Background: an optimization exercise with open tools, aiming at small area, a short achievable clock period and few clock cycles per item. Do not read the settings as production practice.
At most, simulation tests tie the RTL to the original design; equivalence was not proved.
Power and IR drop assume default switching activity.

==> flow/design.v <==
package lrb_pkg;
    localparam int unsigned TIME_W = 32;
    localparam int unsigned MS_W = 31;
    localparam int unsigned CFG_IDX_W = 2;
    localparam logic [2:0] MODE_TICK = 3'd0;
    localparam logic [2:0] MODE_LINK_UP = 3'd1;
    localparam logic [2:0] MODE_LINK_DOWN = 3'd2;
    localparam logic [2:0] MODE_RECONNECT = 3'd3;
    localparam logic [2:0] MODE_START_FAILED = 3'd4;
    localparam logic [CFG_IDX_W-1:0] CFG_INITIAL_RETRY = 2'd0;
    localparam logic [CFG_IDX_W-1:0] CFG_MAX_RETRY = 2'd1;
    localparam logic [CFG_IDX_W-1:0] CFG_ATTEMPT_TIMEOUT = 2'd2;
    localparam logic [CFG_IDX_W-1:0] CFG_SETTLE = 2'd3;
    typedef struct packed {
        logic [2:0]        mode;
        logic [TIME_W-1:0] now_ms;
        logic              link_up;
        logic              have_credentials;
        logic              scan_busy;
    } lrb_item_t;
    typedef struct packed {
        logic [MS_W-1:0] initial_retry_ms;
        logic [MS_W-1:0] max_retry_ms;
        logic [MS_W-1:0] attempt_timeout_ms;
        logic [MS_W-1:0] settle_ms;
    } lrb_cfg_t;
endpackage
module lrb_cfg_regs (
    input  logic                          clk,
    input  logic                          rst_n,
    input  logic                          wr_en,
    input  logic [lrb_pkg::CFG_IDX_W-1:0] wr_index,
    input  logic [lrb_pkg::MS_W-1:0]      wr_data,
    output lrb_pkg::lrb_cfg_t             cfg
);
    lrb_pkg::lrb_cfg_t cfg_reg;
    always_ff @(posedge clk or negedge rst_n)
    begin
        if (!rst_n)
        begin
            cfg_reg.initial_retry_ms <= lrb_pkg::MS_W'(1000);
            cfg_reg.max_retry_ms <= lrb_pkg::MS_W'(60000);
            cfg_reg.attempt_timeout_ms <= lrb_pkg::MS_W'(15000);
            cfg_reg.settle_ms <= lrb_pkg::MS_W'(500);
        end
        else if (wr_en)
        begin
            case (wr_index)
                lrb_pkg::CFG_INITIAL_RETRY: cfg_reg.initial_retry_ms <= wr_data;
                lrb_pkg::CFG_MAX_RETRY: cfg_reg.max_retry_ms <= wr_data;
                lrb_pkg::CFG_ATTEMPT_TIMEOUT: cfg_reg.attempt_timeout_ms <= wr_data;
                lrb_pkg::CFG_SETTLE: cfg_reg.settle_ms <= wr_data;
                default: cfg_reg <= cfg_reg;
            endcase
        end
    end
    assign cfg = cfg_reg;
endmodule
module lrb_step (
    input  logic [2:0]  mode,
    input  logic [31:0] now,
    input  logic        link_up,
    input  logic        have_credentials,
    input  logic        scan_busy,
    input  logic        rr,
    input  logic        att,
    input  logic        rp,
    input  logic        wu,
    input  logic        ntv,
    input  logic [30:0] bo,
    input  logic [31:0] tm,
    input  logic [31:0] ep,
    input  lrb_pkg::lrb_cfg_t cfg,
    input  logic        settle_zero,
    output logic        rr_n,
    output logic        att_n,
    output logic        rp_n,
    output logic        wu_n,
    output logic        ntv_n,
    output logic [30:0] bo_n,
    output logic [31:0] tm_n,
    output logic [31:0] ep_n,
    output logic        conn,
    output logic        disc,
    output logic        nup,
    output logic        ndown
);
    logic        m_tick, m_up, m_down, m_recon, m_fail;
    logic [31:0] add_a;
    logic [30:0] add_b;
    logic [31:0] sum;
    logic [31:0] diff;
    logic        reached;
    logic        timed_out;
    logic [31:0] dbl;
    logic [30:0] bo_sched;
    logic        active;
    assign m_tick  = (mode == lrb_pkg::MODE_TICK);
    assign m_up    = (mode == lrb_pkg::MODE_LINK_UP);
    assign m_down  = (mode == lrb_pkg::MODE_LINK_DOWN);
    assign m_recon = (mode == lrb_pkg::MODE_RECONNECT);
    assign m_fail  = (mode == lrb_pkg::MODE_START_FAILED);
    assign active = att || link_up;
    assign add_a = m_fail ? tm : now;
    assign add_b = (m_tick && rr) ? (active ? cfg.settle_ms : 31'd0) : bo;
    assign sum   = add_a + {1'b0, add_b};
    assign diff      = now - tm;
    assign reached   = !diff[31];
    assign timed_out = (diff >= {1'b0, cfg.attempt_timeout_ms});
    assign dbl      = {bo, 1'b0};
    assign bo_sched = (dbl < {1'b0, cfg.max_retry_ms}) ? dbl[30:0] : cfg.max_retry_ms;
    always_comb
    begin
        rr_n = rr;
        att_n = att;
        rp_n = rp;
        wu_n = wu;
        ntv_n = ntv;
        bo_n = bo;
        tm_n = tm;
        ep_n = ep;
        conn = 1'b0;
        disc = 1'b0;
        nup = 1'b0;
        ndown = 1'b0;
        if (m_tick)
        begin
            rr_n = 1'b0;
            if (rr)
            begin
                att_n = 1'b0;
                rp_n = 1'b1;
                bo_n = cfg.initial_retry_ms;
                ntv_n = 1'b0;
                disc = active;
                tm_n = sum;
            end
            if (!have_credentials)
            begin
                att_n = 1'b0;
                rp_n = 1'b0;
                ntv_n = 1'b0;
            end
            else if (link_up)
            begin
            end
            else if (rr || rp)
            begin
                if (!scan_busy && (rr ? (!att || settle_zero) : reached))
                begin
                    rp_n = 1'b0;
                    att_n = 1'b1;
                    tm_n = now;
                    ntv_n = 1'b0;
                    conn = 1'b1;
                end
            end
            else if (att)
            begin
                if (timed_out)
                begin
                    disc = 1'b1;
                    att_n = 1'b0;
                    tm_n = sum;
                    ntv_n = 1'b1;
                    bo_n = bo_sched;
                end
            end
            else if (!ntv || reached)
            begin
                att_n = 1'b1;
                tm_n = now;
                ntv_n = 1'b0;
                conn = 1'b1;
            end
        end
        else if (m_up)
        begin
            ep_n = ep + 32'd1;
            att_n = 1'b0;
            rp_n = 1'b0;
            ntv_n = 1'b0;
            bo_n = cfg.initial_retry_ms;
            nup = !wu;
            wu_n = 1'b1;
        end
        else if (m_down)
        begin
            ep_n = ep + 32'd1;
            att_n = 1'b0;
            ndown = wu;
            wu_n = 1'b0;
            if (have_credentials && !rp && !(ntv && !reached))
            begin
                tm_n = sum;
                ntv_n = 1'b1;
                bo_n = bo_sched;
            end
        end
        else if (m_recon)
        begin
            rr_n = 1'b1;
        end
        else if (m_fail)
        begin
            if (att)
            begin
                att_n = 1'b0;
                tm_n = sum;
                ntv_n = 1'b1;
                bo_n = bo_sched;
            end
        end
    end
endmodule
module link_reconnect_backoff_controller (
    input  logic                          clk,
    input  logic                          rst_n,
    input  logic                          cfg_wr_en,
    input  logic [lrb_pkg::CFG_IDX_W-1:0] cfg_index,
    input  logic [lrb_pkg::MS_W-1:0]      cfg_wr_data,
    input  logic                          items_valid,
    output logic                          items_ready,
    input  logic [2:0]                    items_mode,
    input  logic [lrb_pkg::TIME_W-1:0]    items_now_ms,
    input  logic                          items_link_up,
    input  logic                          items_have_credentials,
    input  logic                          items_scan_busy,
    output logic                          results_valid,
    input  logic                          results_ready,
    output logic                          results_cmd_connect,
    output logic                          results_cmd_disconnect,
    output logic                          results_notify_up,
    output logic                          results_notify_down,
    output logic                          results_attempt_active,
    output logic [lrb_pkg::TIME_W-1:0]    results_event_epoch,
    output logic [lrb_pkg::MS_W-1:0]      results_current_backoff_ms
);
    lrb_pkg::lrb_cfg_t  cfg;
    logic        out_valid_reg;
    logic        advance;
    logic        settle_zero;
    logic        rr_reg, att_reg, rp_reg, wu_reg, ntv_reg;
    logic [30:0] bo_reg;
    logic [31:0] tm_reg;
    logic [31:0] ep_reg;
    logic        rr_n, att_n, rp_n, wu_n, ntv_n;
    logic [30:0] bo_n;
    logic [31:0] tm_n;
    logic [31:0] ep_n;
    logic        conn, disc, nup, ndown;
    logic [3:0]  cmd_reg;
    lrb_cfg_regs u_cfg (
        .clk      (clk),
        .rst_n    (rst_n),
        .wr_en    (cfg_wr_en),
        .wr_index (cfg_index),
        .wr_data  (cfg_wr_data),
        .cfg      (cfg)
    );
    assign settle_zero = (cfg.settle_ms == '0);
    lrb_step u_step (
        .mode             (items_mode),
        .now              (items_now_ms),
        .link_up          (items_link_up),
        .have_credentials (items_have_credentials),
        .scan_busy        (items_scan_busy),
        .rr               (rr_reg),
        .att              (att_reg),
        .rp               (rp_reg),
        .wu               (wu_reg),
        .ntv              (ntv_reg),
        .bo               (bo_reg),
        .tm               (tm_reg),
        .ep               (ep_reg),
        .cfg              (cfg),
        .settle_zero      (settle_zero),
        .rr_n             (rr_n),
        .att_n            (att_n),
        .rp_n             (rp_n),
        .wu_n             (wu_n),
        .ntv_n            (ntv_n),
        .bo_n             (bo_n),
        .tm_n             (tm_n),
        .ep_n             (ep_n),
        .conn             (conn),
        .disc             (disc),
        .nup              (nup),
        .ndown            (ndown)
    );
    assign items_ready = !out_valid_reg || results_ready;
    assign advance = items_valid && items_ready;
    always_ff @(posedge clk)
    begin
        if (advance)
        begin
            cmd_reg <= {conn, disc, nup, ndown};
            tm_reg <= tm_n;
        end
    end
    always_ff @(posedge clk or negedge rst_n)
    begin
        if (!rst_n)
        begin
            out_valid_reg <= 1'b0;
            rr_reg <= 1'b1;
            att_reg <= 1'b0;
            rp_reg <= 1'b0;
            wu_reg <= 1'b0;
            ntv_reg <= 1'b0;
            bo_reg <= '0;
            ep_reg <= '0;
        end
        else
        begin
            if (advance)
            begin
                out_valid_reg <= 1'b1;
                rr_reg <= rr_n;
                att_reg <= att_n;
                rp_reg <= rp_n;
                wu_reg <= wu_n;
                ntv_reg <= ntv_n;
                bo_reg <= bo_n;
                ep_reg <= ep_n;
            end
            else if (results_ready)
            begin
                out_valid_reg <= 1'b0;
            end
        end
    end
    assign results_valid = out_valid_reg;
    assign results_cmd_connect = cmd_reg[3];
    assign results_cmd_disconnect = cmd_reg[2];
    assign results_notify_up = cmd_reg[1];
    assign results_notify_down = cmd_reg[0];
    assign results_attempt_active = att_reg;
    assign results_event_epoch = ep_reg;
    assign results_current_backoff_ms = bo_reg;
endmodule
clock: 7.5 ns
lec_check: 0
cap_margin: 20
core_margin: 2
core_utilization: 40
setup_slack_margin: 3.5
slew_margin: 20
run.sh (not shown) runs the stock make flow with config.mk's settings and CLKGATE_MAP_FILE= SYNTH_SCRIPT=/design/flow/synth_recipe.tcl, a recipe that flattens the netlist after the stock synthesis.
Testbench counts at the start, summed over its fixed seeds: cycles 12,008, items 12,000.
==> next run, changes <==
- SETUP_SLACK_MARGIN: 3.5 -> 2
Result: Non-clock buffer count is lower by 8; maximum frequency is lower by about 2%; power is lower by about 0.66%; routed wire length is higher by about 0.7%; design area is lower by 1.8%; hold slack got worse by 0.020 ns.

========
== v6 ==
Another version of the RTL of link_reconnect_backoff_controller (not shown whole).
Size: roughly 1900 cells after synthesis, about 270 flip-flops, roughly 150 I/O pins, ~0.019 mm2 of cells after synthesis.
make LEC_CHECK=0 CAP_MARGIN=20 CORE_MARGIN=2 CORE_UTILIZATION=40 SETUP_SLACK_MARGIN=5 SLEW_MARGIN=20 finish   # period 7.5 ns
## Diff of input files: v7 against v6
Settings: SETUP_SLACK_MARGIN changed from 5 to 3.
==> comparison <==
v7 against v6: routed wire length lower, combined area of the multi-input logic cells lower.
Wire length of the first global-routing pass came out lower on v7 than on v6.
The total power reported for v7 is smaller than that of v6 by about 8%.
v7 vs. v6: via count went down; clock period minus final worst setup slack climbed 0.051 ns; pre-CTS worst setup slack up 0.0084 ns.
On v7: sequential portion of the cell area is 3.3 points higher than what v6 gave.
The wire length on met3 of v7 is lower than that of v6.
No functional check of the RTL was part of any run of this note.

========
Another version of the RTL of link_reconnect_backoff_controller (not shown whole).
Size in the first run: ~1500 cells after synthesis, ~270 flip-flops, roughly 150 I/O pins, roughly 0.016 mm² of cells after synthesis.
Design link_reconnect_backoff_controller, start of the top module:
module link_reconnect_backoff_controller (
    input  logic                          clk,
    input  logic                          rst_n,
    input  logic                          cfg_wr_en,
    input  logic [lrb_pkg::CFG_IDX_W-1:0] cfg_index,
    input  logic [lrb_pkg::MS_W-1:0]      cfg_wr_data,
    input  logic                          items_valid,
    output logic                          items_ready,
    input  logic [2:0]                    items_mode,
    input  logic [lrb_pkg::TIME_W-1:0]    items_now_ms,
    input  logic                          items_link_up,
    input  logic                          items_have_credentials,
    input  logic                          items_scan_busy,
    output logic                          results_valid,
    input  logic                          results_ready,
    output logic                          results_cmd_connect,
    output logic                          results_cmd_disconnect,
    output logic                          results_notify_up,
    output logic                          results_notify_down,
    output logic                          results_attempt_active,
    output logic [lrb_pkg::TIME_W-1:0]    results_event_epoch,
    output logic [lrb_pkg::MS_W-1:0]      results_current_backoff_ms
);
export LEC_CHECK = 0
export CAP_MARGIN = 20
export CORE_MARGIN = 2
export CORE_UTILIZATION = 40
export CTS_CLUSTER_DIAMETER = 200
export CTS_CLUSTER_SIZE = 20
export SETUP_SLACK_MARGIN = 3.5
export SLEW_MARGIN = 20
create_clock -name core_clock -period 7.5 [get_ports {clk}]
standard.sh (not shown) runs the stock make flow with config.mk's settings and CLKGATE_MAP_FILE= SYNTH_SCRIPT=/design/flow/synth_recipe.tcl, a recipe that flattens the netlist after the stock synthesis.
==> flow/flow/run.sh <==
#!/bin/bash
# The standard layout, with two changes:
# - the smallest plain buffer as the port buffer (every port is still buffered; the
#   standard flow picks a delay cell, and the footprint-matched resizing keeps it);
# - no separate half/full adder extraction before ABC maps the logic (the same
#   synthesis otherwise, so the same registers with the same names and cells).
set -euo pipefail
export BUFFER_PORTS_ARGS="-buffer_cell sky130_fd_sc_hd__buf_1"
export ADDER_MAP_FILE=
bash standard.sh > standard.log 2>&1
The baseline ran to the end with no violations.
Testbench counts at the start, summed over its fixed seeds: cycles 12,016, items 12,000.
Change:
Settings changed: CTS_CLUSTER_DIAMETER 200 to unset, CTS_CLUSTER_SIZE 20 to unset, SETUP_SLACK_MARGIN 3.5 to 3.75.
Synthesized cell count stays the same; worst hold slack stays flat; critical path depth rises by 3; core utilization rises by 3.1 points; clock skew falls by 0.013 ns; routed wire length rises by a few percent; final cell count rises by a few percent; sequential share of layout area falls by 2.5 points; count of clock-buffer cells in the layout rises by 12; total power rises by roughly a tenth.
Change:
Settings changed: CTS_BUF_LIST set to sky130_fd_sc_hd__clkbuf_8, CTS_CLUSTER_DIAMETER set to 200, CTS_CLUSTER_SIZE set to 16, SETUP_SLACK_MARGIN 3.75 to 3.5.
The changed run completed without violations. Routed wire length falls by a few percent. Cell area goes down by a few percent. Synthesized area stays the same. Power falls by roughly a tenth. Critical path depth went down by 3. First-iteration DRC count rises by a little under a tenth. Sequential power is about the same. Via count is lower by a few percent. Global-route usage fell by 0.51 points. Synthesized cell count stays the same.
Change:
Settings changed: CTS_BUF_LIST sky130_fd_sc_hd__clkbuf_8 to unset, CTS_CLUSTER_SIZE 16 to 20, SETUP_SLACK_MARGIN 3.5 to 3.75.
Effect: The changed run ran to the end with no violations. Wire length goes up by a few percent. Global-route usage goes up by 0.28 points. Sequential cell count stays the same. Cell count goes up slightly. Core utilization goes up by 1.5 points.
Change:
Settings changed: CTS_CLUSTER_DIAMETER 200 to unset, CTS_CLUSTER_SIZE 20 to unset, SETUP_SLACK_MARGIN 3.75 to 3.5.
Worst hold slack is about the same.
Via count goes down by 0.74%.
Power increases by about 5%.
Wire length came out lower by about 1.4%.
Synthesized cell count is unchanged.
Worst setup slack got worse by 0.11 ns.
Final area goes down by 0.53%.
Non-clock buffer count goes down by 31.
Clock-buffer cell count rises by 17.
Global-route usage hardly moves.
Final cell count barely changes.
Change:
Settings changed: CTS_CLUSTER_DIAMETER set to 200, CTS_CLUSTER_SIZE set to 20, SETUP_SLACK_MARGIN 3.5 to 3.25.
Design area decreases by 4.0%; non-clock buffer count decreases by 10; count of clock-buffer cells in the layout decreases by 17; final cell count decreases by about 1.7%; utilization decreases by 1.9 points.

re-timing with driven ports:
The flow's constraints put no driver on any port. The routed layouts listed below were extracted and timed again, unchanged, in two steps. Step 1, drivers: a clkbuf_16 drives clk and a buf_2 each remaining input, both assumed. Step 2, shift: input delay + t, output delay - t, t = (earliest + latest rising clock arrival at the registers) / 2. This alone moves slack from input paths to output paths. Slacks: no drivers / after step 1 / after step 2; pairs: no drivers / after step 1.
run | t, ns | setup WS [ns] | clock arrival spread, ns | slew at the worst register clock pin (ns) | cell pins on the clock port's net
the first run of note 1 | 0.629 | 1.660 / 1.681 / 1.052 | 0.021 / 0.021 | 0.07 / 0.07 | 1
the second run of note 1 | 0.621 | 1.543 / 1.556 / 0.935 | 0.018 / 0.018 | 0.06 / 0.06 | 1
v6 | 0.604 | 3.089 / 3.089 / 3.089 | 0.015 / 0.014 | 0.06 / 0.06 | 1
v7 | 0.598 | 3.038 / 3.038 / 2.991 | 0.018 / 0.018 | 0.06 / 0.06 | 1
the first run of note 3 | 0.552 | 3.577 / 3.577 / 3.259 | 0.026 / 0.026 | 0.10 / 0.10 | 1
the second run of note 3 | 0.629 | 3.574 / 3.574 / 3.261 | 0.013 / 0.013 | 0.07 / 0.07 | 1
the third run of note 3 | 0.607 | 3.545 / 3.545 / 3.259 | 0.022 / 0.021 | 0.12 / 0.12 | 1
the fourth run of note 3 | 0.545 | 3.661 / 3.661 / 3.366 | 0.035 / 0.034 | 0.10 / 0.10 | 1
the fifth run of note 3 | 0.618 | 3.547 / 3.547 / 3.219 | 0.009 / 0.010 | 0.06 / 0.06 | 1
the sixth run of note 3 | 0.554 | 3.431 / 3.431 / 3.034 | 0.026 / 0.026 | 0.09 / 0.09 | 1
After both steps every run listed still meets setup and hold.
